Context: an optimization exercise on an open-source flow, tuned for small area. The choices shown serve that exercise and are no tape-out recipe.
Function was checked by simulation only, so behaviour that the tests miss may differ from the original.
Power figures rest on the tool's default switching activity, not on a simulated workload. No driver is modelled on the clock port, so clocking that relies on it looks cheaper here than on a real chip.

[design/flow/flow/run.sh]
#!/bin/bash
# The standard layout (standard.sh), with these changes:
#  - synthesis maps logic with an area-oriented abc script (synth_wrap.tcl,
#    abc_area.script); everything else in it is synth_recipe.tcl;
#  - CTS adds no dummy loads to balance the clock tree;
#  - ports are buffered with the smallest buffer (the resizer still sizes it).
# The whole make output goes to standard_run.log; ORFS writes its per-step
# logs under orfs/logs.
set -euo pipefail
export FLOW_SYNTH_TCL="$PWD/synth_recipe.tcl"
export AREA_ABC_SCRIPT="$PWD/flow/abc_area.script"
export CTS_ARGS="-sink_clustering_enable -repair_clock_nets -sink_clustering_size 33 -sink_clustering_max_diameter 80 -buf_list sky130_fd_sc_hd__clkbuf_16 -dont_use_dummy_load"
export BUFFER_PORTS_ARGS="-buffer_cell sky130_fd_sc_hd__buf_1"
bash standard.sh SYNTH_SCRIPT="$PWD/flow/synth_wrap.tcl" finish > standard_run.log 2>&1
[design/flow/flow/abc_area.script]
&get -n
&st
&syn3
&dch
&nf -R 1000 -p -C 32
&st
&syn3
&dch
&nf -R 1000 -p -C 32
&put
[design/flow/flow/synth_wrap.tcl]
# The standard flow's synthesis (synth_recipe.tcl, sourced unchanged below) with one
# change: abc maps the logic with an area-oriented script instead of ORFS's
# speed script. abc only maps combinational logic, so the registers are the
# same as in the standard synthesis.
proc abc {args} {
  set i [lsearch $args -script]
  if { $i >= 0 } {
    set args [lreplace $args [expr {$i + 1}] [expr {$i + 1}] $::env(AREA_ABC_SCRIPT)]
  }
  yosys abc {*}$args
}
source $::env(FLOW_SYNTH_TCL)
[design/flow/standard.sh]
#!/bin/bash
# synth_recipe.tcl (not shown) runs the flow's synth.tcl, then flattens the netlist and writes it again
# the make line also repeats each setting of config.mk as NAME=value (left out here)
make -C /OpenROAD-flow-scripts/flow DESIGN_CONFIG=/design/flow/config.mk WORK_HOME=/design/flow/orfs CLKGATE_MAP_FILE= SYNTH_SCRIPT=/design/flow/synth_recipe.tcl "${@:-finish}"
[design/flow/config.mk]
export PLATFORM = sky130hd
export DESIGN_NAME = la_top
export DESIGN_NICKNAME = la_top
export VERILOG_FILES = /design/flow/design.v
export SDC_FILE = /design/flow/constraint.sdc
export NUM_CORES = 4
export LEC_CHECK = 0
export CAP_MARGIN = 20
export CORE_MARGIN = 2
export CORE_UTILIZATION = 60
export CTS_BUF_LIST = sky130_fd_sc_hd__clkbuf_8
export CTS_CLUSTER_DIAMETER = 60
export CTS_CLUSTER_SIZE = 17
export SLEW_MARGIN = 20
[design/flow/constraint.sdc]
create_clock -name core_clock -period 8.0 [get_ports {clk}]
set_input_delay 1.6000 -clock core_clock [delete_from_list [all_inputs] [get_ports {clk}]]
set_output_delay 1.6000 -clock core_clock [all_outputs]
set_load 0.01 [all_outputs]
[design/flow/design.v]
`timescale 1ns/100ps
`default_nettype none
package la_bus_pkg;
    localparam int BUS_AW = 16;
    localparam int BUS_DW = 16;
    typedef struct packed {
        logic [BUS_AW-1:0] addr;
        logic [BUS_DW-1:0] data;
        logic              rw;
        logic              valid;
    } bus_t;
    localparam logic [7:0] ASCII_CR       = 8'h0D;
    localparam logic [7:0] ASCII_LF       = 8'h0A;
    localparam logic [7:0] CMD_READ       = "R";
    localparam logic [7:0] CMD_WRITE      = "W";
    localparam logic [7:0] REPLY_PREAMBLE = "D";
    localparam logic [BUS_AW-1:0] REG_STATE      = 16'd0;
    localparam logic [BUS_AW-1:0] REG_TRIG_LOC   = 16'd1;
    localparam logic [BUS_AW-1:0] REG_START      = 16'd2;
    localparam logic [BUS_AW-1:0] REG_STOP       = 16'd3;
    localparam logic [BUS_AW-1:0] REG_WPTR       = 16'd4;
    localparam logic [BUS_AW-1:0] REG_STROBE_OP  = 16'd5;
    localparam logic [BUS_AW-1:0] REG_STROBE_ARG = 16'd6;
    localparam logic [BUS_AW-1:0] REG_VALUE_OP   = 16'd7;
    localparam logic [BUS_AW-1:0] REG_VALUE_ARG  = 16'd8;
    localparam logic [BUS_AW-1:0] MEM_BASE       = 16'd16;
endpackage
`default_nettype wire
`timescale 1ns/100ps
`default_nettype none
package la_core_pkg;
    localparam int SAMPLE_DEPTH = 64;
    localparam int SAMPLE_AW    = 6;
    localparam int MEM_WORDS    = 2 * SAMPLE_DEPTH;
    localparam int PROBE_VW     = 16;
    typedef struct packed {
        logic                strobe;
        logic [PROBE_VW-1:0] value;
    } probe_t;
    typedef enum logic [3:0] {
        DISABLE,
        RISING,
        FALLING,
        CHANGING,
        GT,
        LT,
        GEQ,
        LEQ,
        EQ,
        NEQ
    } trig_op_e;
    typedef struct packed {
        trig_op_e            strobe_op;
        logic                strobe_arg;
        trig_op_e            value_op;
        logic [PROBE_VW-1:0] value_arg;
    } trig_cfg_t;
    typedef enum logic [2:0] {
        IDLE,
        FILL,
        ARMED,
        CAPTURING,
        DONE
    } cap_state_e;
endpackage
`default_nettype wire
`timescale 1ns/100ps
`default_nettype none
module cmd_decoder (
    input  logic        clk,
    input  logic        rst_i,
    input  logic        cmd_req_i,
    input  logic [7:0]  cmd_data_i,
    output logic        cmd_ack_o,
    input  logic        busy_i,
    output logic [15:0] sh_o,
    input  logic        wload_i,     
    input  logic [15:0] wdin_i,
    output logic [15:0] word_o,
    output logic [2:0]  wsel_o,
    output logic        wv_o,        
    output logic        rd_issue_o   
);
    logic [3:0] cs;
    logic [3:0] dig1;
    logic       shift;
    logic       take, is_term, is_hex;
    logic [3:0] hv;
    assign take    = cmd_req_i && !cmd_ack_o && !busy_i;
    assign is_term = (cmd_data_i == 8'h0D) || (cmd_data_i == 8'h0A);
    assign is_hex  = ((cmd_data_i >= "0") && (cmd_data_i <= "9")) ||
                     ((cmd_data_i >= "A") && (cmd_data_i <= "F"));
    assign hv      = cmd_data_i[6] ? {1'b1, cmd_data_i[2:0] + 3'd1} : cmd_data_i[3:0];
    assign rd_issue_o = take && (cs == 4'd14) && is_term;
    always_ff @(posedge clk) begin
        if (rst_i) begin
            cmd_ack_o <= 1'b0;
            cs        <= 4'd0;
            wv_o      <= 1'b0;
        end else begin
            wv_o <= 1'b0;
            if (take) begin
                cmd_ack_o <= 1'b1;
            end else if (!cmd_req_i) begin
                cmd_ack_o <= 1'b0;
            end
            if (take) begin
                if (cs == 4'd0) begin
                    if (cmd_data_i == "W") begin
                        cs <= 4'd1;
                    end else if (cmd_data_i == "R") begin
                        cs <= 4'd10;
                    end
                end else if ((cs == 4'd9) || (cs == 4'd14)) begin
                    cs   <= 4'd0;
                    wv_o <= is_term && (cs == 4'd9);
                end else if (is_hex) begin
                    cs <= cs + 4'd1;
                end else begin
                    cs <= 4'd0;
                end
            end
        end
    end
    assign sh_o  = {dig1, word_o[11:0]};
    assign shift = take && (cs != 4'd0) && (cs != 4'd9) && (cs != 4'd14) && is_hex;
    always_ff @(posedge clk) begin
        if (shift) begin
            if ((cs == 4'd1) || (cs == 4'd10)) begin
                dig1 <= hv;
            end else if (cs >= 4'd5 && cs <= 4'd8) begin
                dig1 <= word_o[11:8];
            end
            if (cs == 4'd5) begin
                case (sh_o)
                    16'd1, 16'd2, 16'd3, 16'd5, 16'd6, 16'd7: wsel_o <= sh_o[2:0];
                    16'd8:   wsel_o <= 3'd4;
                    default: wsel_o <= 3'd0;
                endcase
            end
        end
    end
    always_ff @(posedge clk) begin
        if (wload_i) begin
            word_o <= wdin_i;
        end else if (shift && (cs != 4'd1) && (cs != 4'd10)) begin
            word_o[11:0] <= {word_o[7:0], hv};
        end
    end
endmodule
`default_nettype wire
`timescale 1ns/100ps
`default_nettype none
module la_regs (
    input  logic        clk,
    input  logic        rst_i,
    input  logic        wv_i,
    input  logic [2:0]  wsel_i,
    input  logic [15:0] sh_i,
    input  logic [2:0]  state_i,
    input  logic [5:0]  wptr_i,
    output logic [5:0]  trig_loc_o,
    output logic        start_req_o,
    output logic        stop_req_o,
    output logic [3:0]  s_op_o,
    output logic        s_arg_o,
    output logic [3:0]  v_op_o,
    output logic [15:0] v_arg_o,
    output logic [15:0] regdata_o
);
    always_ff @(posedge clk) begin
        if (rst_i) begin
            trig_loc_o  <= '0;
            start_req_o <= 1'b0;
            stop_req_o  <= 1'b0;
            s_op_o      <= '0;
            s_arg_o     <= 1'b0;
            v_op_o      <= '0;
            v_arg_o     <= '0;
        end else if (wv_i) begin
            case (wsel_i)
                3'd1: trig_loc_o  <= sh_i[5:0];
                3'd2: start_req_o <= sh_i[0];
                3'd3: stop_req_o  <= sh_i[0];
                3'd4: v_arg_o     <= sh_i;
                3'd5: s_op_o      <= sh_i[3:0];
                3'd6: s_arg_o     <= sh_i[0];
                3'd7: v_op_o      <= sh_i[3:0];
                default: begin
                end
            endcase
        end
    end
    always_comb begin
        case (sh_i)
            16'd0:   regdata_o = {13'd0, state_i};
            16'd1:   regdata_o = {10'd0, trig_loc_o};
            16'd2:   regdata_o = {15'd0, start_req_o};
            16'd3:   regdata_o = {15'd0, stop_req_o};
            16'd4:   regdata_o = {10'd0, wptr_i};
            16'd5:   regdata_o = {12'd0, s_op_o};
            16'd6:   regdata_o = {15'd0, s_arg_o};
            16'd7:   regdata_o = {12'd0, v_op_o};
            16'd8:   regdata_o = v_arg_o;
            default: regdata_o = 16'd0;
        endcase
    end
endmodule
`default_nettype wire
`timescale 1ns/100ps
`default_nettype none
module trigger_unit (
    input  logic        clk,
    input  logic [16:0] probe_i,
    input  logic [3:0]  s_op_i,
    input  logic        s_arg_i,
    input  logic [3:0]  v_op_i,
    input  logic [15:0] v_arg_i,
    output logic [16:0] probe_prev_o,
    output logic        trig_o
);
    function automatic logic eval_op(input logic [3:0] op, input logic lt, input logic eq);
        case (op)
            4'd1, 4'd4: eval_op = !lt && !eq;
            4'd2, 4'd5: eval_op = lt;
            4'd3, 4'd9: eval_op = !eq;
            4'd6:       eval_op = !lt;
            4'd7:       eval_op = lt || eq;
            4'd8:       eval_op = eq;
            default:    eval_op = 1'b0;
        endcase
    endfunction
    always_ff @(posedge clk) begin
        probe_prev_o <= probe_i;
    end
    logic [15:0] v_ref;
    logic        s_ref;
    assign v_ref  = ((v_op_i == 4'd1) || (v_op_i == 4'd2) || (v_op_i == 4'd3)) ? probe_prev_o[15:0] : v_arg_i;
    assign s_ref  = ((s_op_i == 4'd1) || (s_op_i == 4'd2) || (s_op_i == 4'd3)) ? probe_prev_o[16] : s_arg_i;
    assign trig_o = eval_op(s_op_i, !probe_i[16] && s_ref, probe_i[16] == s_ref) ||
                    eval_op(v_op_i, probe_i[15:0] < v_ref, probe_i[15:0] == v_ref);
endmodule
`default_nettype wire
`timescale 1ns/100ps
`default_nettype none
module capture_ctrl (
    input  logic       clk,
    input  logic       rst_i,
    input  logic       start_req_i,
    input  logic       stop_req_i,
    input  logic       trig_i,
    input  logic [5:0] trig_loc_i,
    output logic [2:0] state_o,
    output logic [5:0] wptr_o,
    output logic       we_o,
    output logic       go_o          
);
    logic [5:0] rptr;
    logic       start_q, stop_q;
    logic       stop_edge;
    assign we_o      = !state_o[2] && (state_o[1:0] != 2'd0);
    assign stop_edge = stop_req_i && !stop_q;
    assign go_o      = (state_o == 3'd0) && start_req_i && !start_q;
    always_ff @(posedge clk) begin
        if (rst_i) begin
            state_o <= 3'd0;
            wptr_o  <= '0;
            rptr    <= '0;
            start_q <= 1'b0;
            stop_q  <= 1'b0;
        end else begin
            start_q <= start_req_i;
            stop_q  <= stop_req_i;
            case (state_o)
                3'd0: begin
                    wptr_o <= '0;
                    rptr   <= '0;
                    if (go_o) begin
                        state_o <= 3'd1;
                    end
                end
                3'd1: begin
                    wptr_o <= wptr_o + 6'd1;
                    if (wptr_o == trig_loc_i) begin
                        state_o <= trig_i ? 3'd3 : 3'd2;
                    end
                end
                3'd2: begin
                    wptr_o <= wptr_o + 6'd1;
                    rptr   <= rptr + 6'd1;
                    if (trig_i) begin
                        state_o <= 3'd3;
                    end
                end
                3'd3: begin
                    wptr_o <= wptr_o + 6'd1;
                    if (wptr_o + 6'd1 == rptr) begin
                        state_o <= 3'd4;
                    end
                end
                default: begin
                end
            endcase
            if (stop_edge) begin
                state_o <= 3'd0;
            end
        end
    end
endmodule
`default_nettype wire
`timescale 1ns/100ps
`default_nettype none
module sample_mem (
    input  logic        clk,
    input  logic        rst_i,
    input  logic [16:0] probe_i,
    input  logic [16:0] probe_prev_i,
    input  logic        we_i,
    input  logic        go_i,
    input  logic [3:0]  rbank_i,
    output logic [16:0] rdata_o,     
    output logic [1:0]  ph_o,
    output logic [1:0]  dly_o
);
    logic        we1, we2, we3, we_d;
    logic [16:0] probe2, probe3, wdata;
    logic [3:0]  bcnt;
    logic [15:0] ins;
    always_ff @(posedge clk) begin
        if (rst_i) begin
            ph_o  <= 2'd0;
            dly_o <= 2'd0;
        end else begin
            ph_o <= ph_o + 2'd1;
            if (go_i) begin
                dly_o <= ~ph_o;
            end
        end
    end
    always_ff @(posedge clk) begin
        we1    <= we_i;
        we2    <= we1;
        we3    <= we2;
        probe2 <= probe_prev_i;
        probe3 <= probe2;
        if (!we_d) begin
            bcnt <= 4'd2;
        end else if (ph_o == 2'd3) begin
            bcnt <= bcnt + 4'd1;
        end
    end
    always_comb begin
        case (dly_o)
            2'd0:    begin we_d = we_i; wdata = probe_i;      end
            2'd1:    begin we_d = we1;  wdata = probe_prev_i; end
            2'd2:    begin we_d = we2;  wdata = probe2;       end
            default: begin we_d = we3;  wdata = probe3;       end
        endcase
        for (int i = 0; i < 16; i++) begin
            ins[i] = we_d && (bcnt == 4'(i));
        end
    end
    logic [16:0] pos0 [0:15];
    genvar b;
    generate
        for (b = 0; b < 16; b = b + 1) begin : g_bank
            logic [16:0] r0, r1, r2, r3;
            always_ff @(posedge clk) begin
                r0 <= r1;
                r1 <= r2;
                r2 <= r3;
                r3 <= ins[b] ? wdata : r0;
            end
            assign pos0[b] = r0;
        end
    endgenerate
    always_comb begin
        rdata_o = '0;
        for (int i = 0; i < 16; i++) begin
            rdata_o = rdata_o | (pos0[i] & {17{rbank_i == 4'(i)}});
        end
    end
endmodule
`default_nettype wire
`timescale 1ns/100ps
`default_nettype none
module reply_encoder (
    input  logic        clk,
    input  logic        rst_i,
    input  logic        rd_issue_i,
    input  logic [15:0] sh_i,
    input  logic [15:0] regdata_i,
    input  logic [1:0]  ph_i,
    input  logic [1:0]  dly_i,
    input  logic [16:0] rdata_i,
    output logic [3:0]  rbank_o,
    output logic        wload_o,
    output logic [15:0] wdin_o,
    input  logic [15:0] word,
    output logic        busy_o,
    output logic        rsp_req_o,
    output logic [7:0]  rsp_data_o,
    input  logic        rsp_ack_i
);
    logic        pv;
    logic [2:0]  idx;
    logic [2:0]  rcnt;       
    logic        rv, is_mem;
    logic [1:0]  wx;
    logic [2:0]  wait_c;
    logic [15:0] memword;
    logic [3:0]  nib;
    assign rv      = pv && (idx == 3'd0);
    assign is_mem  = (sh_i >= 16'd16) && (sh_i <= 16'd143);
    assign wx      = sh_i[2:1] - (ph_i + 2'd1);
    assign wait_c  = (wx >= dly_i) ? {1'b0, wx} : {1'b1, wx};
    assign rbank_o = word[3:0];
    assign memword = word[4] ? {15'd0, rdata_i[16]} : rdata_i[15:0];
    always_ff @(posedge clk) begin
        if (rst_i) begin
            rcnt <= 3'd7;
        end else if (rv && is_mem) begin
            rcnt <= wait_c;
        end else if (rcnt == 3'd0) begin
            rcnt <= 3'd7;
        end else if (rcnt != 3'd7) begin
            rcnt <= rcnt - 3'd1;
        end
    end
    assign wload_o = rv || (rcnt == 3'd0);
    assign wdin_o  = !rv ? memword : is_mem ? {11'd0, sh_i[0], sh_i[6:3]} : regdata_i;
    always_ff @(posedge clk) begin
        if (rst_i) begin
            rsp_req_o <= 1'b0;
            busy_o    <= 1'b0;
            pv        <= 1'b0;
            idx       <= 3'd0;
        end else if (!busy_o) begin
            if (rd_issue_i) begin
                pv  <= 1'b1;
                idx <= 3'd0;
            end else if (pv) begin
                if (idx == 3'd4) begin
                    pv        <= 1'b0;
                    idx       <= 3'd0;
                    busy_o    <= 1'b1;
                    rsp_req_o <= 1'b1;
                end else begin
                    idx <= idx + 3'd1;
                end
            end
        end else if (rsp_req_o) begin
            if (rsp_ack_i) begin
                rsp_req_o <= 1'b0;
            end
        end else if (!rsp_ack_i) begin
            if (idx == 3'd6) begin
                busy_o <= 1'b0;
            end else begin
                idx       <= idx + 3'd1;
                rsp_req_o <= 1'b1;
            end
        end
    end
    always_comb begin
        case (idx)
            3'd1:    nib = (rcnt == 3'd0) ? memword[15:12] : word[15:12];
            3'd2:    nib = word[11:8];
            3'd3:    nib = word[7:4];
            default: nib = word[3:0];
        endcase
        case (idx)
            3'd0:    rsp_data_o = "D";
            3'd1, 3'd2, 3'd3, 3'd4:
                     rsp_data_o = (nib < 4'd10) ? {4'h3, nib} : {5'b01000, nib[2:0] - 3'd1};
            3'd5:    rsp_data_o = 8'h0D;
            default: rsp_data_o = 8'h0A;
        endcase
    end
endmodule
`default_nettype wire
`timescale 1ns/100ps
`default_nettype none
module la_top (
    input  logic       clk,
    input  logic       rst_i,
    input  logic       cmd_req_i,
    input  logic [7:0] cmd_data_i,
    output logic       cmd_ack_o,
    output logic       rsp_req_o,
    output logic [7:0] rsp_data_o,
    input  logic       rsp_ack_i,
    input  logic [16:0] probe_i
);
    logic [15:0] sh;
    logic [15:0] word, wdin;
    logic        wload;
    logic [2:0]  wsel;
    logic        wv, rd_issue, busy;
    logic [5:0]  trig_loc;
    logic        start_req, stop_req;
    logic [3:0]  s_op, v_op;
    logic        s_arg;
    logic [15:0] v_arg;
    logic [15:0] regdata;
    logic [16:0] probe_prev;
    logic        trig;
    logic [2:0]  state;
    logic [5:0]  wptr;
    logic        we, go;
    logic [3:0]  rbank;
    logic [16:0] rdata;
    logic [1:0]  ph, dly;
    cmd_decoder i_cmd_decoder (
        .clk, .rst_i, .cmd_req_i, .cmd_data_i, .cmd_ack_o,
        .busy_i(busy), .sh_o(sh), .wload_i(wload), .wdin_i(wdin), .word_o(word), .wsel_o(wsel), .wv_o(wv), .rd_issue_o(rd_issue)
    );
    la_regs i_la_regs (
        .clk, .rst_i, .wv_i(wv), .wsel_i(wsel), .sh_i(sh),
        .state_i(state), .wptr_i(wptr),
        .trig_loc_o(trig_loc), .start_req_o(start_req), .stop_req_o(stop_req),
        .s_op_o(s_op), .s_arg_o(s_arg), .v_op_o(v_op), .v_arg_o(v_arg),
        .regdata_o(regdata)
    );
    trigger_unit i_trigger_unit (
        .clk, .probe_i, .s_op_i(s_op), .s_arg_i(s_arg), .v_op_i(v_op), .v_arg_i(v_arg),
        .probe_prev_o(probe_prev), .trig_o(trig)
    );
    capture_ctrl i_capture_ctrl (
        .clk, .rst_i, .start_req_i(start_req), .stop_req_i(stop_req),
        .trig_i(trig), .trig_loc_i(trig_loc),
        .state_o(state), .wptr_o(wptr), .we_o(we), .go_o(go)
    );
    sample_mem i_sample_mem (
        .clk, .rst_i, .probe_i, .probe_prev_i(probe_prev), .we_i(we), .go_i(go),
        .rbank_i(rbank), .rdata_o(rdata), .ph_o(ph), .dly_o(dly)
    );
    reply_encoder i_reply_encoder (
        .clk, .rst_i, .rd_issue_i(rd_issue), .sh_i(sh), .regdata_i(regdata),
        .ph_i(ph), .dly_i(dly), .rdata_i(rdata), .rbank_o(rbank),
        .wload_o(wload), .wdin_o(wdin), .word(word),
        .busy_o(busy), .rsp_req_o, .rsp_data_o, .rsp_ack_i
    );
endmodule
`default_nettype wire
==> flow_metrics.tcl, run 1 <==
set metrics [dict create \
    cts_buffers 46 \
    number_of_max_slew_violations_in_the_final_report 0 \
    antenna_cells 0 \
    postCtsHoldBufs 0 \
    number_of_global_route_vias_before_repair 19000 \
    finalSetupTns_ns 0 \
    cts.clk_slew.worst_paths_ns 0.12 \
    worstPathRequired_ns 6.40 \
    die_area_um2 56700 \
    first_pass_grt_wire_length_um 122000 \
    finish.utilization_pct 65.8 \
    multi_input_comb_area_um2 7840 \
    layout_stage_area_growth_over_the_synthesis_result_pct 7.93 \
    antenna_found_initial 2 \
    max_slew.worst_pin.slew_ns 1.05 \
    cp.arrival_ns 4.81 \
    htree_levels 2 \
    outcome "no timing/DRC/antenna violations" \
    unrepaired_setup_endpoints_after_global_routing "false" \
    floorplan.initialDensity_pct 60.9 \
    timing.rr.end "i_capture_ctrl.state_o[0]" \
    grt_overflow_total 0 \
    synthesis.yosys.warnings 7 \
    synthArstFlopShare_pct 0 \
    yosys-top-cells-area "sky130_fd_sc_hd__dfxtp_1 (74%), sky130_fd_sc_hd__o21ai_0 (4.1%), sky130_fd_sc_hd__nand2_1 (3.4%)" \
    post-synth-top-area-fraction_pct 73.9 \
    fillers 4078 \
    pin_count_of_the_biggest_net_entering_global_routing 63 \
    wl_per_cell_um 23.8 \
    syn_inst 2630 \
    max_freq_mhz 156 \
    clk_latency_ns 0.63 \
    power.static_leakage_uw 0.0138 \
    most-common-layout-cells "sky130_fd_sc_hd__dfxtp_1 (1214), sky130_fd_sc_hd__nand2_1 (296), sky130_fd_sc_hd__o21ai_0 (267)" \
    final_nets 2841 \
    drv_cap 0 \
    ys_ff_latch 1238 \
    drt-initial-drc-count 1962 \
    worstSetupStartpointType "register" \
    postCtsSetupRepairBufs 0 \
    die_width_um 238 \
    grt.total_usage_pct 29.1 \
    yosysUniqueCellTypes 53 \
    setup_violations 0 \
    final-hold-violation-count 0 \
    route.vias.total 19700 \
    cts-root-buf "sky130_fd_sc_hd__clkbuf_16" \
    cts_num_sinks 1238 \
    synth_edf_count 23 \
    timing.setup.critical_path_class "reg2out" \
    portBuffers 37 \
    irDropWorstVdd_mv 0.260 \
    detail_route.wirelength_um 82300 \
    synth.avg_cell_area_um2 12.5 \
    critical_path.endpoint "rsp_data_o[1]" \
    timing.critical_path.to_type "output pin" \
    count_of_nets_left_with_antenna_violations_after_detail_routing 0 \
    cp_max_fo 13 \
    vias_per_cell 5.69 \
    gp_congestion 0.909 \
    syn-num-nets 2705 \
    power_density_nw_per_um2 289 \
    clock_skew_ns 0.0573 \
    synth_seq_area_share_pct 76.0 \
    cts_tree "done" \
    sequential_cell_area_um2 25000 \
    clockBufferDepth 3 \
    core_um2 54000 \
    number_of_resized_instances_in_the_post_cts_repair_step 0 \
    crit-reg2reg-launch "i_la_regs.v_op_o[0]" \
    synthDominantAreaCellType "sky130_fd_sc_hd__dfxtp_1" \
    fin_crit_ns 6.41 \
    final_min_period_over_clock_period_pct 80.1 \
    route.detailed.drc 0 \
    crit_start "i_cmd_decoder.word_o[3]" \
    boundaryPins 39 \
    die_height_um 238 \
    syn_area_um2 32900 \
    hp-class "reg2reg" \
    max-slew-margin-rel_pct 29.7 \
    ys_dominant_reg_cell "sky130_fd_sc_hd__dfxtp_1" \
    mostFrequentLayoutCell "sky130_fd_sc_hd__dfxtp_1" \
    timing.reg2reg.worst_path_depth 18 \
    reg2reg_slack_ns 4.22 \
    layout_cells_sized_above_1_pct 4.45 \
    place_hpwl_um 54600 \
    drt-pass1-iter-count 9 \
    floorplan.rows 85 \
]
## through the flow
stage | hold slack, ns | std cells | setup WS [ns] | area (um2) | power (uW)
after CTS | 0.300 | 3460 | 1.57 | 35500 | 10300
after floorplan | 0.310 | 2630 | 2.93 | 32900 | 7340
final | 0.296 | 3460 | 1.59 | 35500 | 10300
after global routing | 0.298 | 3460 | 1.16 | 35500 | 10600
after detailed placement | 0.312 | 3414 | 2.23 | 34400 | 7630
after global placement | 0.310 | 3414 | 2.38 | 34400 | 7600
## critical path, stage by stage (launching register included)
cell and delay (ns):
sky130_fd_sc_hd__edfxtp_1 0.72, sky130_fd_sc_hd__clkinv_1 0.31, sky130_fd_sc_hd__nand2_1 0.26, sky130_fd_sc_hd__nor2_2 0.22, sky130_fd_sc_hd__buf_4 0.27, sky130_fd_sc_hd__a22oi_1 0.15
sky130_fd_sc_hd__nand4_1 0.11, sky130_fd_sc_hd__o21ai_0 0.64, sky130_fd_sc_hd__a21oi_1 0.15, sky130_fd_sc_hd__a221oi_1 0.27, sky130_fd_sc_hd__nand2_1 0.08, sky130_fd_sc_hd__o21ai_0 0.14
sky130_fd_sc_hd__a21oi_1 0.20, sky130_fd_sc_hd__nor2_1 0.22, sky130_fd_sc_hd__clkinv_1 0.11, sky130_fd_sc_hd__o221ai_1 0.18, sky130_fd_sc_hd__buf_1 0.18
## synthesized netlist by cell type (15+ instances only)
cell type,number
sky130_fd_sc_hd__nand4_1,28
sky130_fd_sc_hd__mux2i_1,41
sky130_fd_sc_hd__xor2_1,15
sky130_fd_sc_hd__clkinv_1,30
sky130_fd_sc_hd__nand3_1,26
sky130_fd_sc_hd__a21oi_1,115
sky130_fd_sc_hd__a22oi_1,60
sky130_fd_sc_hd__o21ai_0,269
sky130_fd_sc_hd__a222oi_1,51
sky130_fd_sc_hd__dfxtp_1,1215
sky130_fd_sc_hd__ha_1,46
sky130_fd_sc_hd__nor3_1,39
sky130_fd_sc_hd__nand2_1,296
sky130_fd_sc_hd__edfxtp_1,23
sky130_fd_sc_hd__nor2_1,196
sky130_fd_sc_hd__mux2_1,22
## power by group
group	total (uW)	internal (uW)	leakage [uW]	switching, uW
combinational	538	193	0.00278	346
sequential	6960	6710	0.0104	253
clock	2770	1040	0.000567	1720
total	10300	7950	0.0138	2320
## cell type report
class	instances	share of cell area (%)
inverter	30	0.317
multi-input combinational	1360	22.1
sequential	1238	70.4
tap	696	2.45
timing repair buffer	90	1.51
clock buffer	46	3.24
## sequential cells by signal, indices dropped and copies added, names as in the netlist, 6 cells and up
register	count
i_sample_mem.g_bank.r0	272
i_trigger_unit.probe_prev_o	17
i_capture_ctrl.rptr	6
i_capture_ctrl.wptr_o	6
i_la_regs.trig_loc_o	6
i_cmd_decoder.word_o	16
i_sample_mem.g_bank.r2	272
i_la_regs.v_arg_o	16
i_sample_mem.g_bank.r1	272
i_sample_mem.g_bank.r3	272
i_sample_mem.probe3	17
i_sample_mem.probe2	17
## cell families after synthesis
logic type,share of synthesized area [%]
flops,76.0
simple gates,8.45
buf+inv,0.388
other cells,0.0114
mux,2.00
fa+ha+maj,1.75
xor+xnor,0.772
compound gates,10.6
## worst min path at each step
stage	start	to	cells after the start
6_report	i_sample_mem.probe2[12]	i_sample_mem.probe3[12]	0
5_1_grt	i_sample_mem.probe2[12]	i_sample_mem.probe3[12]	0
3_3_place_gp	i_sample_mem.g_bank[2].r2[14]	i_sample_mem.g_bank[2].r1[14]	0
4_1_cts	i_sample_mem.probe2[12]	i_sample_mem.probe3[12]	0
2_1_floorplan	i_sample_mem.g_bank[0].r1[0]	i_sample_mem.g_bank[0].r0[0]	0
3_5_place_dp	i_sample_mem.g_bank[5].r1[14]	i_sample_mem.g_bank[5].r0[14]	0
## metal layers
layer	wire length, um	global-route usage [%]	vias to the layer above
met5	15	0	-
met4	2350	8.62	2
met3	4660	2.88	146
met2	36300	45.4	654
met1	38900	43.3	9538
li1	-	-	9355
==> run 2: changes to the inputs <==
--- a/design/flow/design.v
+++ b/design/flow/design.v
@@ -131,20 +131,25 @@
             end else if (cs >= 4'd5 && cs <= 4'd8) begin
                 dig1 <= word_o[11:8];
             end
-            if (cs == 4'd5) begin
-                case (sh_o)
-                    16'd1, 16'd2, 16'd3, 16'd5, 16'd6, 16'd7: wsel_o <= sh_o[2:0];
-                    16'd8:   wsel_o <= 3'd4;
-                    default: wsel_o <= 3'd0;
-                endcase
-            end
         end
     end
+    logic [2:0] wsel_n;
+    always_comb begin
+        case (sh_o)
+            16'd1, 16'd2, 16'd3, 16'd5, 16'd6, 16'd7: wsel_n = sh_o[2:0];
+            16'd8:   wsel_n = 3'd4;
+            default: wsel_n = 3'd0;
+        endcase
+    end
+    assign wsel_o = word_o[14:12];
     always_ff @(posedge clk) begin
         if (wload_i) begin
             word_o <= wdin_i;
         end else if (shift && (cs != 4'd1) && (cs != 4'd10)) begin
             word_o[11:0] <= {word_o[7:0], hv};
+            if (cs == 4'd5) begin
+                word_o[14:12] <= wsel_n;
+            end
         end
     end
 endmodule
@@ -255,7 +260,7 @@
     output logic       we_o,
     output logic       go_o          
 );
-    logic [5:0] rptr;
+    logic [5:0] gap;         
     logic       start_q, stop_q;
     logic       stop_edge;
     assign we_o      = !state_o[2] && (state_o[1:0] != 2'd0);
@@ -265,7 +270,7 @@
         if (rst_i) begin
             state_o <= 3'd0;
             wptr_o  <= '0;
-            rptr    <= '0;
+            gap     <= 6'h3F;
             start_q <= 1'b0;
             stop_q  <= 1'b0;
         end else begin
@@ -274,27 +279,28 @@
             case (state_o)
                 3'd0: begin
                     wptr_o <= '0;
-                    rptr   <= '0;
+                    gap    <= 6'h3F;
                     if (go_o) begin
                         state_o <= 3'd1;
                     end
                 end
                 3'd1: begin
                     wptr_o <= wptr_o + 6'd1;
+                    gap    <= gap - 6'd1;
                     if (wptr_o == trig_loc_i) begin
                         state_o <= trig_i ? 3'd3 : 3'd2;
                     end
                 end
                 3'd2: begin
                     wptr_o <= wptr_o + 6'd1;
-                    rptr   <= rptr + 6'd1;
                     if (trig_i) begin
                         state_o <= 3'd3;
                     end
                 end
                 3'd3: begin
                     wptr_o <= wptr_o + 6'd1;
-                    if (wptr_o + 6'd1 == rptr) begin
+                    gap    <= gap - 6'd1;
+                    if (gap == 6'd0) begin
                         state_o <= 3'd4;
                     end
                 end
--- a/design/flow/flow/run.sh
+++ b/design/flow/flow/run.sh
@@ -9,6 +9,6 @@
 set -euo pipefail
 export FLOW_SYNTH_TCL="$PWD/synth_recipe.tcl"
 export AREA_ABC_SCRIPT="$PWD/flow/abc_area.script"
-export CTS_ARGS="-sink_clustering_enable -repair_clock_nets -sink_clustering_size 33 -sink_clustering_max_diameter 80 -buf_list sky130_fd_sc_hd__clkbuf_16 -dont_use_dummy_load"
+export CTS_ARGS="-sink_clustering_enable -repair_clock_nets -sink_clustering_size 40 -sink_clustering_max_diameter 45 -buf_list sky130_fd_sc_hd__clkbuf_16 -dont_use_dummy_load"
 export BUFFER_PORTS_ARGS="-buffer_cell sky130_fd_sc_hd__buf_1"
 bash standard.sh SYNTH_SCRIPT="$PWD/flow/synth_wrap.tcl" finish > standard_run.log 2>&1
==> run 2 against run 1 <==
Sequential power decreased by 3.0%. Clock power is 48% higher. Maximum frequency shrank 6.3%. Clock skew rose by 0.034 ns. Wire length grew 1.7%.
==> flow_metrics.tcl, run 2 <==
set metrics [dict create \
    outcome "no timing/DRC/antenna violations" \
    timing.reg2reg.worst_path_depth 14 \
    syn-num-nets 2709 \
    antenna_found_initial 1 \
    finalSetupTns_ns 0 \
    critical_path.n_buffers_inverters 2 \
    grt_util_met2_pct 47.6 \
    wl_per_cell_um 23.7 \
    hold-path-cell-count 0 \
    synth_seq_area_share_pct 76.0 \
    count_of_nets_left_with_antenna_violations_after_detail_routing 0 \
    clk_latency_ns 0.67 \
    grt.total_usage_pct 30.0 \
    power_density_nw_per_um2 309 \
    unrepaired_setup_endpoints_after_global_routing "false" \
    hp-class "reg2reg" \
    max-slew-margin-rel_pct 15.9 \
    final_min_period_over_clock_period_pct 85.6 \
    cts_buffers 99 \
    critical-path-top-delay-family "simple AND/OR/NAND/NOR gates" \
    timing.setup.critical_path_class "reg2out" \
    ys_ff_latch 1235 \
    first_pass_grt_wire_length_um 126000 \
    number_of_resized_instances_in_the_post_cts_repair_step 0 \
    synth_edf_count 20 \
    setup_violations 0 \
    grt_use_met3_pct 4.61 \
    reg2reg_slack_ns 3.69 \
    drt-initial-drc-count 2053 \
    synthDominantAreaCellType "sky130_fd_sc_hd__dfxtp_1" \
    place_hpwl_um 53700 \
    synthArstFlopShare_pct 0 \
    syn_inst 2633 \
    number_of_max_slew_violations_in_the_final_report 0 \
    layout_stage_area_growth_over_the_synthesis_result_pct 12.2 \
    synthesis.yosys.warnings 7 \
    clockBufferDepth 3 \
    postCtsHoldBufs 0 \
    gp_congestion 0.892 \
    irDropWorstVdd_mv 0.223 \
    timing.rr.end "i_capture_ctrl.state_o[0]" \
    netlist_top_cells_count "sky130_fd_sc_hd__dfxtp_1 (1215), sky130_fd_sc_hd__nand2_1 (309), sky130_fd_sc_hd__o21ai_0 (263)" \
    fillers 4037 \
    cts_num_sinks 1235 \
    pin_count_of_the_biggest_net_entering_global_routing 65 \
    crit-reg2reg-launch "i_la_regs.v_op_o[0]" \
    number_of_global_route_vias_before_repair 19900 \
    globalRouteMet1Util_pct 42.2 \
    detail_route.wirelength_um 83600 \
    dp_slack_ns 1.99 \
    route.vias.total 20100 \
    antenna_cells 0 \
    final-hold-violation-count 0 \
    fin_crit_ns 6.85 \
    grt.busiest_layer "met2" \
    yosys-top-cells-area "sky130_fd_sc_hd__dfxtp_1 (74%), sky130_fd_sc_hd__o21ai_0 (4.0%), sky130_fd_sc_hd__nand2_1 (3.5%)" \
    timing.critical_path.slowest_stage_cell "sky130_fd_sc_hd__nor3_2" \
    grt_overflow_total 0 \
    core_um2 53900 \
    portBuffers 37 \
    drv_cap 0 \
    drt-pass1-iter-count 12 \
    boundaryPins 39 \
    final_nets 2904 \
    die_height_um 238 \
    cp.arrival_ns 5.25 \
    cts_tree "done" \
    die_width_um 238 \
    route.detailed.drc 0 \
    post-synth-top-area-fraction_pct 74.2 \
    min_from "i_sample_mem.g_bank[8].r3[14]" \
    max_freq_mhz 146 \
    synth.avg_cell_area_um2 12.5 \
    cell_repeated_most_along_the_worst_path "sky130_fd_sc_hd__o211ai_1" \
    cts-root-buf "sky130_fd_sc_hd__clkbuf_16" \
    postCtsSetupRepairBufs 0 \
    worstPathRequired_ns 6.40 \
    cts.clk_slew.worst_paths_ns 0.08 \
    timing.hold.worst_endpoint "i_sample_mem.g_bank[8].r2[14]" \
    dpl_cell_area_um2 34300 \
    ys_dominant_reg_cell "sky130_fd_sc_hd__dfxtp_1" \
    cpPeakStageDelay_ns 1.02 \
    layout_cells_sized_above_1_pct 6.48 \
    syn_area_um2 32800 \
    power.static_leakage_uw 0.0145 \
    clock_skew_ns 0.0915 \
    crit_chain "or2_0, nor3_2, buf_4, a22oi_1, and3_1, a31oi_1, mux2i_1, o211ai_1, o21ai_0, a21oi_1, nand2_1, xnor2_1, o211ai_1, buf_1" \
    floorplan.rows 85 \
    layout.cell_area.non_filler_um2 36800 \
    die_area_um2 56500 \
    most-common-layout-cells "sky130_fd_sc_hd__dfxtp_1 (1214), sky130_fd_sc_hd__nand2_1 (309), sky130_fd_sc_hd__o21ai_0 (261)" \
    vias_per_cell 5.70 \
    htree_levels 3 \
    cp_max_fo 14 \
    mostFrequentLayoutCell "sky130_fd_sc_hd__dfxtp_1" \
    yosysMostFrequentCell "sky130_fd_sc_hd__dfxtp_1" \
    timing.critical_path.to_type "output pin" \
    final_critical_path_setup_slack_ns 1.15 \
    floorplan.initialDensity_pct 60.8 \
    worstSetupStartpointType "register" \
    max_slew.worst_pin.slew_ns 1.25 \
    yosysUniqueCellTypes 51 \
]
[run 2: cell types whose count changed after synthesis, moves of 5 or more]
cell / delta
sky130_fd_sc_hd__nor2_1: +10
sky130_fd_sc_hd__nand4_1: -6
sky130_fd_sc_hd__a22oi_1: -16
sky130_fd_sc_hd__a21oi_1: +9
sky130_fd_sc_hd__o21ai_0: -6
sky130_fd_sc_hd__nand2_1: +13
sky130_fd_sc_hd__xnor2_1: -6
sky130_fd_sc_hd__and3_1: -5
sky130_fd_sc_hd__a32oi_1: +6
sky130_fd_sc_hd__a222oi_1: +6
[run 2: cell type report]
cell class                 instances  area, um2  area share [%]
inverter                          31        116           0.316
multi-input combinational       1365       7810            21.2
clock buffer                      99       2480            6.73
sequential                      1235      24900            67.8
timing repair buffer              96        583            1.59
tap                              696        871            2.37
[run 2: per-stage QoR]
stage | power, uW | utilization (%) | cells | hold slack [ns]
4_1_cts | 11400 | 68.2 | 3522 | 0.286
6_report | 11400 | 68.2 | 3522 | 0.285
3_5_place_dp | 7380 | 63.6 | 3423 | 0.312
3_3_place_gp | 7360 | 63.6 | 3423 | 0.310
5_1_grt | 11700 | 68.2 | 3522 | 0.283
2_1_floorplan | 7110 | - | 2633 | 0.310
[run 2: kinds of logic (layout without fill, tap and decap cells)]
family | count (synthesis) | in the layout | share of synthesized area, %
mux | 64 | 64 | 2.04
flops | 1235 | 1235 | 76.0
fa+ha+maj | 47 | 47 | 1.79
other cells | 1 | 1 | 0.0114
buf+inv | 33 | 226 | 0.401
compound gates | 569 | 569 | 10.7
xor+xnor | 22 | 22 | 0.588
simple gates | 662 | 662 | 8.50
[run 2: worst max path at each step]
stage,slack (ns),endpoint,start,cells past startpoint
global placement,2.07,rsp_data_o[2],i_cmd_decoder.word_o[0],14
floorplan,2.82,rsp_data_o[2],i_cmd_decoder.word_o[0],13
detailed placement,1.99,rsp_data_o[2],i_cmd_decoder.word_o[0],14
global route,1.05,rsp_data_o[2],i_cmd_decoder.word_o[0],14
CTS,1.35,rsp_data_o[2],i_cmd_decoder.word_o[0],14
finish,1.15,rsp_data_o[2],i_cmd_decoder.word_o[0],14
[run 2: per-layer routing]
metal,vias up,wire [um]
met5,-,0
met4,0,2790
met3,192,4870
met2,679,37600
met1,9708,38400
li1,9491,-
[run 2: report_power, final]
part	switching (uW)	internal, uW	leakage (uW)
Clock	1940	2170	0.00122
Sequential	199	6550	0.0104
Combinational	332	168	0.00289
==> run 3: changes to the inputs <==
--- a/design/flow/flow/run.sh
+++ b/design/flow/flow/run.sh
@@ -9,6 +9,6 @@
 set -euo pipefail
 export FLOW_SYNTH_TCL="$PWD/synth_recipe.tcl"
 export AREA_ABC_SCRIPT="$PWD/flow/abc_area.script"
-export CTS_ARGS="-sink_clustering_enable -repair_clock_nets -sink_clustering_size 40 -sink_clustering_max_diameter 45 -buf_list sky130_fd_sc_hd__clkbuf_16 -dont_use_dummy_load"
+export CTS_ARGS="-sink_clustering_enable -repair_clock_nets -sink_clustering_size 17 -sink_clustering_max_diameter 60 -buf_list sky130_fd_sc_hd__clkbuf_8 -dont_use_dummy_load"
 export BUFFER_PORTS_ARGS="-buffer_cell sky130_fd_sc_hd__buf_1"
 bash standard.sh SYNTH_SCRIPT="$PWD/flow/synth_wrap.tcl" finish > standard_run.log 2>&1
==> run 3 against run 2 <==
Area after synthesis unchanged. Combinational power about the same. Still clean on timing, DRC and antenna. First-iteration DRC count down 8.3%. Final cell count down 0.31%.
==> flow_metrics.tcl, run 3 <==
set metrics [dict create \
    route.detailed.drc 0 \
    floorplan.rows 85 \
    power.static_leakage_uw 0.0139 \
    route.vias.total 19900 \
    yosys-top-cells-area "sky130_fd_sc_hd__dfxtp_1 (74%), sky130_fd_sc_hd__o21ai_0 (4.0%), sky130_fd_sc_hd__nand2_1 (3.5%)" \
    grt_overflow_total 0 \
    htree_levels 3 \
    final_nets 2890 \
    die_area_um2 56500 \
    postCtsHoldBufs 0 \
    cell_repeated_most_along_the_worst_path "sky130_fd_sc_hd__o211ai_1" \
    antenna_found_initial 4 \
    setup_violations 0 \
    synth.avg_cell_area_um2 12.5 \
    clk_latency_ns 0.73 \
    netlist_top_cells_count "sky130_fd_sc_hd__dfxtp_1 (1215), sky130_fd_sc_hd__nand2_1 (309), sky130_fd_sc_hd__o21ai_0 (263)" \
    max_slew.worst_pin.slew_ns 1.22 \
    most-common-layout-cells "sky130_fd_sc_hd__dfxtp_1 (1214), sky130_fd_sc_hd__nand2_1 (309), sky130_fd_sc_hd__o21ai_0 (261)" \
    drt-initial-drc-count 1883 \
    reg2reg_slack_ns 3.65 \
    core_um2 53900 \
    clock_skew_ns 0.0891 \
    gp_congestion 0.892 \
    drv_cap 0 \
    cpPeakStageDelay_ns 0.99 \
    die_height_um 238 \
    place_hpwl_um 53700 \
    ys_ff_latch 1235 \
    cts_tree "done" \
    power_density_nw_per_um2 280 \
    cts-root-buf "sky130_fd_sc_hd__clkbuf_8" \
    layout_cells_sized_above_1_pct 6.01 \
    hold-path-cell-count 0 \
    synth_seq_area_share_pct 76.0 \
    cp_max_fo 14 \
    postCtsSetupRepairBufs 0 \
    post-synth-top-area-fraction_pct 74.2 \
    timing.critical_path.to_type "output pin" \
    max_freq_mhz 146 \
    number_of_max_slew_violations_in_the_final_report 0 \
    worstSetupStartpointType "register" \
    max-slew-margin-rel_pct 18.1 \
    yosysMostFrequentCell "sky130_fd_sc_hd__dfxtp_1" \
    cp.arrival_ns 5.23 \
    first_pass_grt_wire_length_um 124000 \
    number_of_resized_instances_in_the_post_cts_repair_step 0 \
    crit_chain "or2_0, nor3_2, buf_4, a22oi_1, and3_1, a31oi_1, mux2i_1, o211ai_1, o21ai_0, a21oi_1, nand2_1, xnor2_1, o211ai_1, buf_1" \
    floorplan.initialDensity_pct 60.8 \
    syn_inst 2633 \
    count_of_nets_left_with_antenna_violations_after_detail_routing 0 \
    synthArstFlopShare_pct 0 \
    timing.reg2reg.worst_path_depth 14 \
    crit_start "i_cmd_decoder.word_o[0]" \
    hp-class "reg2reg" \
    synthDominantAreaCellType "sky130_fd_sc_hd__dfxtp_1" \
    synth_edf_count 20 \
    cts_num_sinks 1235 \
    die_width_um 238 \
    min_from "i_sample_mem.g_bank[2].r3[7]" \
    layout_stage_area_growth_over_the_synthesis_result_pct 8.22 \
    synthesis.yosys.warnings 7 \
    drt-pass1-iter-count 6 \
    finalSetupTns_ns 0 \
    detail_route.wirelength_um 82600 \
    cts_buffers 85 \
    fin_crit_ns 6.83 \
    final-hold-violation-count 0 \
    final_min_period_over_clock_period_pct 85.4 \
    boundaryPins 39 \
    wl_per_cell_um 23.5 \
    portBuffers 37 \
    yosysUniqueCellTypes 51 \
    pin_count_of_the_biggest_net_entering_global_routing 65 \
    syn_area_um2 32800 \
    grt.total_usage_pct 29.7 \
    irDropWorstVdd_mv 0.211 \
    finish.utilization_pct 65.8 \
    timing.critical_path.slowest_stage_cell "sky130_fd_sc_hd__nor3_2" \
    worstPathRequired_ns 6.40 \
    timing.setup.critical_path_class "reg2out" \
    outcome "no timing/DRC/antenna violations" \
    syn-num-nets 2709 \
    vias_per_cell 5.67 \
    ys_dominant_reg_cell "sky130_fd_sc_hd__dfxtp_1" \
    number_of_global_route_vias_before_repair 19600 \
    clockBufferDepth 3 \
    cts.clk_slew.worst_paths_ns 0.09 \
    crit-reg2reg-launch "i_la_regs.v_op_o[0]" \
    mostFrequentLayoutCell "sky130_fd_sc_hd__dfxtp_1" \
    unrepaired_setup_endpoints_after_global_routing "false" \
]
==> run 3: cell counts after synthesis <==
No cell type changed its count.
==> run 3: logic make-up (layout without fill, tap and decap cells) <==
kind of cell / Yosys count / count (layout) / share of synthesized area, %
muxes: 64 / 64 / 2.04
AOI/OAI and AO/OA: 569 / 569 / 10.7
buffers and inverters: 33 / 212 / 0.401
and+or+nand+nor: 662 / 662 / 8.50
DFF: 1235 / 1235 / 76.0
xor gates and xnor gates: 22 / 22 / 0.588
adders and majority gates: 47 / 47 / 1.79
other: 1 / 4 / 0.0114
==> run 3: metal layers <==
layer	track usage [%]	routed length (um)
met1	41.7	37700
met2	46.5	36800
met3	5.31	5330
met4	10.7	2780
met5	0	0
==> run 3: per-stage QoR <==
step / worst slack (ns) / area [um2] / hold WS, ns / total power (uW) / instances
finish: 1.17 / 35500 / 0.277 / 9950 / 3511
global route: 0.958 / 35500 / 0.272 / 10300 / 3510
CTS: 1.29 / 35500 / 0.278 / 10000 / 3508
detailed placement: 1.99 / 34300 / 0.312 / 7380 / 3423
global placement: 2.07 / 34300 / 0.310 / 7360 / 3423
floorplan: 2.82 / 32800 / 0.310 / 7110 / 2633
==> run 3: power by group <==
group | total [uW] | switching (uW) | internal (uW)
registers | 6740 | 196 | 6550
clock network | 2700 | 1750 | 956
logic | 501 | 333 | 168
==> run 3: cell type report <==
cell class,instances,area (um2)
Antenna cell,3,7.51
Clock buffer,85,1170
Fill cell,4242,18400
Inverter,31,116
Multi-Input combinational cell,1365,7810
Sequential cell,1235,24900
Tap cell,696,871
Timing Repair Buffer,96,583
==> run 3: final timing paths <==
kind,endpoint
setup / recovery,rsp_data_o[2]
setup reg to reg,i_capture_ctrl.state_o[0]
hold reg to reg,i_sample_mem.g_bank[2].r2[7]
hold / removal,i_sample_mem.g_bank[2].r2[7]
==> run 3: worst max-delay path, delay by kind of cell (launching register included) <==
family | cells | cell delay, ns
DFF | 1 | 0.64
muxes | 1 | 0.13
xor gates and xnor gates | 1 | 0.13
and+or+nand+nor | 4 | 1.78
AOI/OAI and AO/OA | 6 | 1.30
buffers and inverters | 2 | 0.60
==> run 4: changes to the inputs <==
--- a/design/flow/design.v
+++ b/design/flow/design.v
@@ -88,8 +88,8 @@
     logic [3:0] hv;
     assign take    = cmd_req_i && !cmd_ack_o && !busy_i;
     assign is_term = (cmd_data_i == 8'h0D) || (cmd_data_i == 8'h0A);
-    assign is_hex  = ((cmd_data_i >= "0") && (cmd_data_i <= "9")) ||
-                     ((cmd_data_i >= "A") && (cmd_data_i <= "F"));
+    assign is_hex  = ((cmd_data_i[7:4] == 4'h3) && (!cmd_data_i[3] || (cmd_data_i[2:1] == 2'b00))) ||
+                     ((cmd_data_i[7:3] == 5'b01000) && (cmd_data_i[2:0] != 3'd0) && (cmd_data_i[2:0] != 3'd7));
     assign hv      = cmd_data_i[6] ? {1'b1, cmd_data_i[2:0] + 3'd1} : cmd_data_i[3:0];
     assign rd_issue_o = take && (cs == 4'd14) && is_term;
     always_ff @(posedge clk) begin
@@ -242,8 +242,17 @@
     logic        s_ref;
     assign v_ref  = ((v_op_i == 4'd1) || (v_op_i == 4'd2) || (v_op_i == 4'd3)) ? probe_prev_o[15:0] : v_arg_i;
     assign s_ref  = ((s_op_i == 4'd1) || (s_op_i == 4'd2) || (s_op_i == 4'd3)) ? probe_prev_o[16] : s_arg_i;
+    logic vlt, veq;
+    always_comb begin
+        vlt = 1'b0;
+        veq = 1'b1;
+        for (int i = 15; i >= 0; i--) begin
+            vlt = vlt || (veq && !probe_i[i] && v_ref[i]);
+            veq = veq && (probe_i[i] == v_ref[i]);
+        end
+    end
     assign trig_o = eval_op(s_op_i, !probe_i[16] && s_ref, probe_i[16] == s_ref) ||
-                    eval_op(v_op_i, probe_i[15:0] < v_ref, probe_i[15:0] == v_ref);
+                    eval_op(v_op_i, vlt, veq);
 endmodule
 `default_nettype wire
 `timescale 1ns/100ps
@@ -417,7 +426,7 @@
     logic [15:0] memword;
     logic [3:0]  nib;
     assign rv      = pv && (idx == 3'd0);
-    assign is_mem  = (sh_i >= 16'd16) && (sh_i <= 16'd143);
+    assign is_mem  = (sh_i[15:8] == 8'd0) && (sh_i[7] ? (sh_i[6:4] == 3'd0) : (sh_i[6:4] != 3'd0));
     assign wx      = sh_i[2:1] - (ph_i + 2'd1);
     assign wait_c  = (wx >= dly_i) ? {1'b0, wx} : {1'b1, wx};
     assign rbank_o = word[3:0];
--- a/design/flow/flow/run.sh
+++ b/design/flow/flow/run.sh
@@ -9,6 +9,6 @@
 set -euo pipefail
 export FLOW_SYNTH_TCL="$PWD/synth_recipe.tcl"
 export AREA_ABC_SCRIPT="$PWD/flow/abc_area.script"
-export CTS_ARGS="-sink_clustering_enable -repair_clock_nets -sink_clustering_size 17 -sink_clustering_max_diameter 60 -buf_list sky130_fd_sc_hd__clkbuf_8 -dont_use_dummy_load"
+export CTS_ARGS="-sink_clustering_enable -repair_clock_nets -sink_clustering_size 19 -sink_clustering_max_diameter 60 -buf_list sky130_fd_sc_hd__clkbuf_8 -dont_use_dummy_load"
 export BUFFER_PORTS_ARGS="-buffer_cell sky130_fd_sc_hd__buf_1"
 bash standard.sh SYNTH_SCRIPT="$PWD/flow/synth_wrap.tcl" finish > standard_run.log 2>&1
==> design/flow/flow/abc_area.script (replaced) <==
&get -n
&st
&syn3
&dch
&nf -R 1000 -p -C 32
&st
&syn3
&dch
&nf -R 1000 -p -C 32
&st
&syn3
&dch
&nf -R 1000 -p -C 32
&put
==> design/flow/flow/synth_wrap.tcl (replaced) <==
# The standard flow's synthesis (synth_recipe.tcl, sourced unchanged below) with two
# changes to how the logic is mapped:
#  - abc uses an area-oriented script (abc_area.script) instead of ORFS's
#    speed script;
#  - extract_fa is skipped, so adders and comparators go to abc as plain
#    logic instead of being fixed as half/full-adder cells first.
# Neither touches the registers: they are the standard synthesis's, with
# the same names and cell types.
proc abc {args} {
  set i [lsearch $args -script]
  if { $i >= 0 } {
    set args [lreplace $args [expr {$i + 1}] [expr {$i + 1}] $::env(AREA_ABC_SCRIPT)]
  }
  yosys abc {*}$args
}
proc extract_fa {args} {
  puts "extract_fa skipped"
}
source $::env(FLOW_SYNTH_TCL)
==> run 4 against run 3 <==
Setup slack better by 0.26 ns. Area after synthesis down 1.4%. Wire length is 0.85% higher. Maximum frequency grew 4.0%. Total power shrank 5.9%. Non-clock buffer count down 7.
==> flow_metrics.tcl, run 4 <==
set metrics [dict create \
    clockBufferDepth 3 \
    drt-pass1-iter-count 9 \
    die_height_um 236 \
    syn_inst 2595 \
    max-slew-margin-rel_pct 24.5 \
    final_critical_path_setup_slack_ns 1.43 \
    grt_overflow_total 0 \
    count_of_nets_left_with_antenna_violations_after_detail_routing 0 \
    boundaryPins 39 \
    route.detailed.drc 0 \
    post-synth-top-area-fraction_pct 75.2 \
    synthesis.yosys.warnings 7 \
    clk_latency_ns 0.70 \
    unrepaired_setup_endpoints_after_global_routing "false" \
    setup_violations 0 \
    power.clock.fraction_pct 27.6 \
    combinationalPowerShare_pct 2.8 \
    layout_cells_sized_above_1_pct 5.87 \
    core_um2 53500 \
    syn-num-nets 2624 \
    synth_compound_gate_area_share_pct 11.0 \
    finalSetupTns_ns 0 \
    outcome "no timing/DRC/antenna violations" \
    cts-root-buf "sky130_fd_sc_hd__clkbuf_8" \
    ys_ff_latch 1235 \
    most-common-layout-cells "sky130_fd_sc_hd__dfxtp_1 (1214), sky130_fd_sc_hd__nand2_1 (256), sky130_fd_sc_hd__nor2_1 (237)" \
    post_synth_fa_ha_maj_area_fraction_pct 0 \
    place_hpwl_um 54800 \
    synth.avg_cell_area_um2 12.5 \
    netlist_top_cells_count "sky130_fd_sc_hd__dfxtp_1 (1215), sky130_fd_sc_hd__nand2_1 (256), sky130_fd_sc_hd__nor2_1 (253)" \
    timing.critical_path.slowest_stage_cell "sky130_fd_sc_hd__edfxtp_1" \
    cp.arrival_ns 4.97 \
    worstSetupStartpointType "register" \
    power_switching_uw 2020 \
    postCtsHoldBufs 0 \
    max_slew.worst_pin.slew_ns 1.13 \
    vias_per_cell 5.75 \
    worstPathRequired_ns 6.40 \
    total_power_uw 9350 \
    first_pass_grt_wire_length_um 124000 \
    htree_levels 3 \
    floorplan.initialDensity_pct 60.4 \
    antenna_found_initial 4 \
    synthDominantAreaCellType "sky130_fd_sc_hd__dfxtp_1" \
    final-hold-violation-count 0 \
    number_of_resized_instances_in_the_post_cts_repair_step 0 \
    pin_count_of_the_biggest_net_entering_global_routing 61 \
    yosys-top-cells-area "sky130_fd_sc_hd__dfxtp_1 (75%), sky130_fd_sc_hd__o21ai_0 (3.4%), sky130_fd_sc_hd__nand2_1 (3.0%)" \
    cts.clk_slew.worst_paths_ns 0.11 \
    post_synth_and_or_nand_nor_area_fraction_pct 9.06 \
    mostFrequentLayoutCell "sky130_fd_sc_hd__dfxtp_1" \
    fillers 4185 \
    synth_xor_area_share_pct 0.569 \
    cts_num_sinks 1235 \
    cts_tree "done" \
    detail_route.wirelength_um 83300 \
    timing.setup.critical_path_class "reg2out" \
    p_seq_share_pct 69.6 \
    yosysMostFrequentCell "sky130_fd_sc_hd__dfxtp_1" \
    synth_edf_count 20 \
    layout_stage_area_growth_over_the_synthesis_result_pct 8.28 \
    yosysUniqueCellTypes 55 \
    p_int_uw 7340 \
    postCtsSetupRepairBufs 0 \
    fin_crit_ns 6.57 \
    irDropWorstVdd_mv 0.232 \
    floorplan.rows 85 \
    number_of_max_slew_violations_in_the_final_report 0 \
    route.vias.total 19900 \
    portBuffers 37 \
    power_density_nw_per_um2 267 \
    wl_per_cell_um 24.1 \
    cell_repeated_most_along_the_worst_path "sky130_fd_sc_hd__o21ai_0" \
    power.static_leakage_uw 0.0135 \
    die_area_um2 55800 \
    cp_max_fo 16 \
    cpPeakStageDelay_ns 0.87 \
    clock_skew_ns 0.0905 \
    crit_chain "nand2b_1, nor3_2, buf_4, a22oi_1, nand4_1, o21ai_0, nand2_1, o21ai_0, a21oi_1, o22ai_1, a21oi_1, nand2b_1, xnor2_1, o21ai_0, buf_1" \
    dominant_combinational_cell_family_by_area_after_synthesis "compound AO/OA/AOI/OAI gates" \
    post_synth_mux_area_share_pct 2.08 \
    synth_seq_area_share_pct 77.1 \
    drt-initial-drc-count 2011 \
    number_of_global_route_vias_before_repair 19200 \
    die_width_um 236 \
    sw_frac_of_total_pct 21.6 \
    cts_buffers 76 \
    timing.critical_path.to_type "output pin" \
    final_min_period_over_clock_period_pct 82.1 \
    hp-class "reg2reg" \
    ys_dominant_reg_cell "sky130_fd_sc_hd__dfxtp_1" \
    synthArstFlopShare_pct 0 \
    final_nets 2789 \
    max_freq_mhz 152 \
    grt.total_usage_pct 30.1 \
    syn_area_um2 32300 \
    dp_slack_ns 2.21 \
    drv_cap 0 \
    gp_congestion 0.927 \
]
[run 4: cell types whose count changed after synthesis, moves of 17 or more]
cell	before	now
sky130_fd_sc_hd__a21oi_1	124	172
sky130_fd_sc_hd__nor2_1	206	253
sky130_fd_sc_hd__nand2_1	309	256
sky130_fd_sc_hd__clkinv_1	31	14
sky130_fd_sc_hd__o21ai_0	263	218
sky130_fd_sc_hd__ha_1	47	0
[run 4: worst paths after layout]
| path | startpoint | endpoint | slack, ns | cells after the start |
|---|---|---|---|---|
| worst min register to register | i_sample_mem.g_bank[8].r2[0] | i_sample_mem.g_bank[8].r1[0] | 0.30 | 0 |
| worst max register to register | i_la_regs.v_op_o[0] | i_capture_ctrl.state_o[0] | 2.58 | 18 |
| worst min-delay path | i_sample_mem.g_bank[8].r2[0] | i_sample_mem.g_bank[8].r1[0] | 0.30 | 0 |
| worst max-delay path | i_cmd_decoder.word_o[3] | rsp_data_o[1] | 1.43 | 15 |
[run 4: kinds of logic (layout without fill, tap and decap cells)]
logic type / Yosys count / in the layout
and+or+nand+nor: 679 / 679
other: 1 / 3
DFF: 1235 / 1235
xor gates and xnor gates: 21 / 21
AOI/OAI and AO/OA: 578 / 578
muxes: 65 / 65
buffers and inverters: 16 / 179
[run 4: cell type report]
cell class	count	area (um2)	area share [%]
timing repair buffer	89	611	1.74
clock buffer	76	1050	2.99
multi-input combinational	1344	7490	21.4
tap	696	871	2.49
antenna	2	5.00	0.0143
sequential	1235	24900	71.2
inverter	14	52.6	0.150
[run 4: power by group through the flow]
stage	clock, uW	sequential (uW)	combinational (uW)
after CTS	2630	6510	264
after global placement	0	6630	257
after detailed placement	0	6650	263
after floorplan	0	6590	161
after global routing	2850	6530	298
final	2580	6510	265
[run 4: worst max-delay path, delay by kind of cell, from the launching register on]
kind	cells	cell delay, ns
buffers and inverters	2	0.61
AO/OA/AOI/OAI	7	1.18
XOR/XNOR	1	0.14
flip-flops	1	0.87
AND/OR/NAND/NOR	5	1.48
[run 4: through the flow]
| step | instance area, um2 | hold WS, ns | utilization (%) | cells |
|---|---|---|---|---|
| after floorplan | 32300 | 0.310 | - | 2595 |
| after global placement | 33800 | 0.310 | 63.3 | 3374 |
| after detailed placement | 34000 | 0.312 | 63.5 | 3378 |
| after CTS | 35000 | 0.295 | 65.4 | 3454 |
| after global routing | 35000 | 0.307 | 65.4 | 3455 |
| final | 35000 | 0.297 | 65.4 | 3456 |
[run 4: routing by layer]
| layer | vias up | global-route usage, % | wire [um] |
|---|---|---|---|
| met2 | 830 | 47.9 | 37400 |
| met3 | 189 | 5.15 | 5890 |
| met4 | 4 | 11.4 | 3130 |
| li1 | 9335 | - | - |
| met1 | 9499 | 41.6 | 36800 |
| met5 | - | 0 | 20 |
==> run 5: changes to the inputs <==
--- a/design/flow/flow/run.sh
+++ b/design/flow/flow/run.sh
@@ -9,6 +9,6 @@
 set -euo pipefail
 export FLOW_SYNTH_TCL="$PWD/synth_recipe.tcl"
 export AREA_ABC_SCRIPT="$PWD/flow/abc_area.script"
-export CTS_ARGS="-sink_clustering_enable -repair_clock_nets -sink_clustering_size 19 -sink_clustering_max_diameter 60 -buf_list sky130_fd_sc_hd__clkbuf_8 -dont_use_dummy_load"
+export CTS_ARGS="-sink_clustering_enable -repair_clock_nets -sink_clustering_size 30 -sink_clustering_max_diameter 60 -buf_list sky130_fd_sc_hd__clkbuf_16 -dont_use_dummy_load"
 export BUFFER_PORTS_ARGS="-buffer_cell sky130_fd_sc_hd__buf_1"
 bash standard.sh SYNTH_SCRIPT="$PWD/flow/synth_wrap.tcl" finish > standard_run.log 2>&1
==> run 5 against run 4 <==
Still clean on timing, DRC and antenna. Via count barely moved. Final cell count shrank 0.67%. Non-clock buffer count did not move. Synthesized cell count is the same. Die area unchanged. Sequential share of layout area is 0.61 points lower. Sequential cell count stayed put. Global-route usage decreased by 0.18 points. First-iteration DRC count rose by 12%. Sequential power is essentially flat. Largest power group unchanged.
==> flow_metrics.tcl, run 5 <==
set metrics [dict create \
    die_width_um 236 \
    syn-num-nets 2624 \
    multi_input_comb_area_um2 7490 \
    ys_ff_latch 1235 \
    placed_cells_incl_taps 3378 \
    timing.rr.end "i_capture_ctrl.state_o[0]" \
    timing.reg2reg.worst_path_depth 18 \
    grt.total_usage_pct 29.9 \
    number_of_max_slew_violations_in_the_final_report 0 \
    cp.arrival_ns 4.90 \
    timing.setup.critical_path_class "reg2out" \
    synthArstFlopShare_pct 0 \
    setup_violations 0 \
    worstSetupStartpointType "register" \
    reg2reg_slack_ns 2.65 \
    first_pass_grt_wire_length_um 123000 \
    count_of_nets_left_with_antenna_violations_after_detail_routing 0 \
    final-hold-violation-count 0 \
    fillers 4147 \
    pin_count_of_the_biggest_net_entering_global_routing 61 \
    synth.avg_cell_area_um2 12.5 \
    power_density_nw_per_um2 275 \
    mostFrequentLayoutCell "sky130_fd_sc_hd__dfxtp_1" \
    antenna_found_initial 3 \
    unrepaired_setup_endpoints_after_global_routing "false" \
    grt_util_met2_pct 48.0 \
    hp-class "reg2reg" \
    cts-root-buf "sky130_fd_sc_hd__clkbuf_16" \
    layout_cells_sized_above_1_pct 5.12 \
    die_area_um2 55800 \
    number_of_resized_instances_in_the_post_cts_repair_step 0 \
    synthesis.yosys.warnings 7 \
    drt-pass1-iter-count 10 \
    min_from "i_sample_mem.g_bank[2].r2[1]" \
    route.detailed.drc 0 \
    synth_edf_count 20 \
    clock_skew_ns 0.0857 \
    hold-path-cell-count 0 \
    yosys-top-cells-area "sky130_fd_sc_hd__dfxtp_1 (75%), sky130_fd_sc_hd__o21ai_0 (3.4%), sky130_fd_sc_hd__nand2_1 (3.0%)" \
    cts.clk_slew.worst_paths_ns 0.11 \
    finish.utilization_pct 66.0 \
    globalRouteMet1Util_pct 41.9 \
    netlist_top_cells_count "sky130_fd_sc_hd__dfxtp_1 (1215), sky130_fd_sc_hd__nand2_1 (256), sky130_fd_sc_hd__nor2_1 (253)" \
    vias_per_cell 5.78 \
    place_hpwl_um 54800 \
    syn_inst 2595 \
    cts_num_sinks 1235 \
    grt.busiest_layer "met2" \
    crit-reg2reg-launch "i_la_regs.v_op_o[0]" \
    cts_tree "done" \
    outcome "no timing/DRC/antenna violations" \
    drt-initial-drc-count 2248 \
    most-common-layout-cells "sky130_fd_sc_hd__dfxtp_1 (1214), sky130_fd_sc_hd__nand2_1 (256), sky130_fd_sc_hd__nor2_1 (237)" \
    layout_stage_area_growth_over_the_synthesis_result_pct 9.22 \
    worstPathRequired_ns 6.40 \
    max-slew-margin-rel_pct 24.2 \
    final_min_period_over_clock_period_pct 81.2 \
    htree_levels 2 \
    timing.critical_path.to_type "output pin" \
    gp_congestion 0.927 \
    detail_route.wirelength_um 83400 \
    synthDominantAreaCellType "sky130_fd_sc_hd__dfxtp_1" \
    die_height_um 236 \
    max_slew.worst_pin.slew_ns 1.14 \
    boundaryPins 39 \
    max_freq_mhz 154 \
    synth_seq_area_share_pct 77.1 \
    sequential_cell_area_um2 24900 \
    portBuffers 37 \
    timing.hold.worst_endpoint "i_sample_mem.g_bank[2].r1[1]" \
    postCtsSetupRepairBufs 0 \
]
[run 5: how the worst max path moves through the flow]
stage,from,endpoint,cells past startpoint
floorplan,i_cmd_decoder.word_o[0],rsp_data_o[1],12
global placement,i_cmd_decoder.word_o[3],rsp_data_o[1],15
detailed placement,i_cmd_decoder.word_o[3],rsp_data_o[1],15
CTS,i_cmd_decoder.word_o[3],rsp_data_o[1],15
global route,i_cmd_decoder.word_o[3],rsp_data_o[1],15
finish,i_cmd_decoder.word_o[3],rsp_data_o[1],15
[run 5: through the flow]
| stage | worst slack [ns] | power [uW] | cell area [um2] | hold WS, ns |
|---|---|---|---|---|
| after floorplan | 2.51 | 6750 | 32300 | 0.310 |
| after global placement | 2.28 | 6890 | 33800 | 0.310 |
| after detailed placement | 2.21 | 6910 | 34000 | 0.312 |
| after CTS | 1.53 | 9760 | 35300 | 0.266 |
| after global routing | 1.18 | 10000 | 35300 | 0.261 |
| final | 1.50 | 9720 | 35300 | 0.272 |
[run 5: kinds of logic after synthesis]
group,after synthesis,synth area share [%]
DFF,1235,77.1
and+or+nand+nor,679,9.06
AOI/OAI and AO/OA,578,11.0
muxes,65,2.08
xor gates and xnor gates,21,0.569
buffers and inverters,16,0.209
other,1,0.0116
[run 5: layout make-up]
cell class / count / share of cell area [%]
Sequential cell: 1235 / 70.6
Multi-Input combinational cell: 1344 / 21.2
Clock buffer: 54 / 3.83
Tap cell: 696 / 2.47
Timing Repair Buffer: 89 / 1.73
Inverter: 14 / 0.149
Antenna cell: 1 / 0.00709
[run 5: critical path, cell delays in order, from the launching register on]
cell                       delay, ns
sky130_fd_sc_hd__edfxtp_1       0.86
sky130_fd_sc_hd__nand2b_1       0.30
sky130_fd_sc_hd__nor3_2         0.83
sky130_fd_sc_hd__buf_4          0.45
sky130_fd_sc_hd__a22oi_1        0.14
sky130_fd_sc_hd__nand4_1        0.13
sky130_fd_sc_hd__o21ai_0        0.13
sky130_fd_sc_hd__nand2_1        0.10
sky130_fd_sc_hd__o21ai_0        0.08
sky130_fd_sc_hd__a21oi_1        0.18
sky130_fd_sc_hd__o22ai_1        0.17
sky130_fd_sc_hd__a21oi_1        0.31
sky130_fd_sc_hd__nand2b_1       0.14
sky130_fd_sc_hd__xnor2_1        0.14
sky130_fd_sc_hd__o21ai_0        0.17
sky130_fd_sc_hd__buf_1          0.17
[run 5: layer usage]
layer | wire (um) | up-vias | part of all wire [%]
met4 | 2820 | 4 | 3.4
met3 | 5940 | 162 | 7.1
li1 | - | 9310 | -
met5 | 25 | - | 0.030
met2 | 37800 | 787 | 45
met1 | 36900 | 9576 | 44
[run 5: power by group]
group / switching (uW) / internal (uW)
combinational: 185 / 81.6
sequential: 113 / 6390
clock: 1740 / 1210
total: 2040 / 7680

Setup slack of run 5, layout unchanged: 1.501 ns with ideal ports, 1.439 ns with driving cells assumed (clock clkbuf_16, inputs buf_2), 2.121 ns with port delays also shifted by the 0.682 ns mid clock arrival.
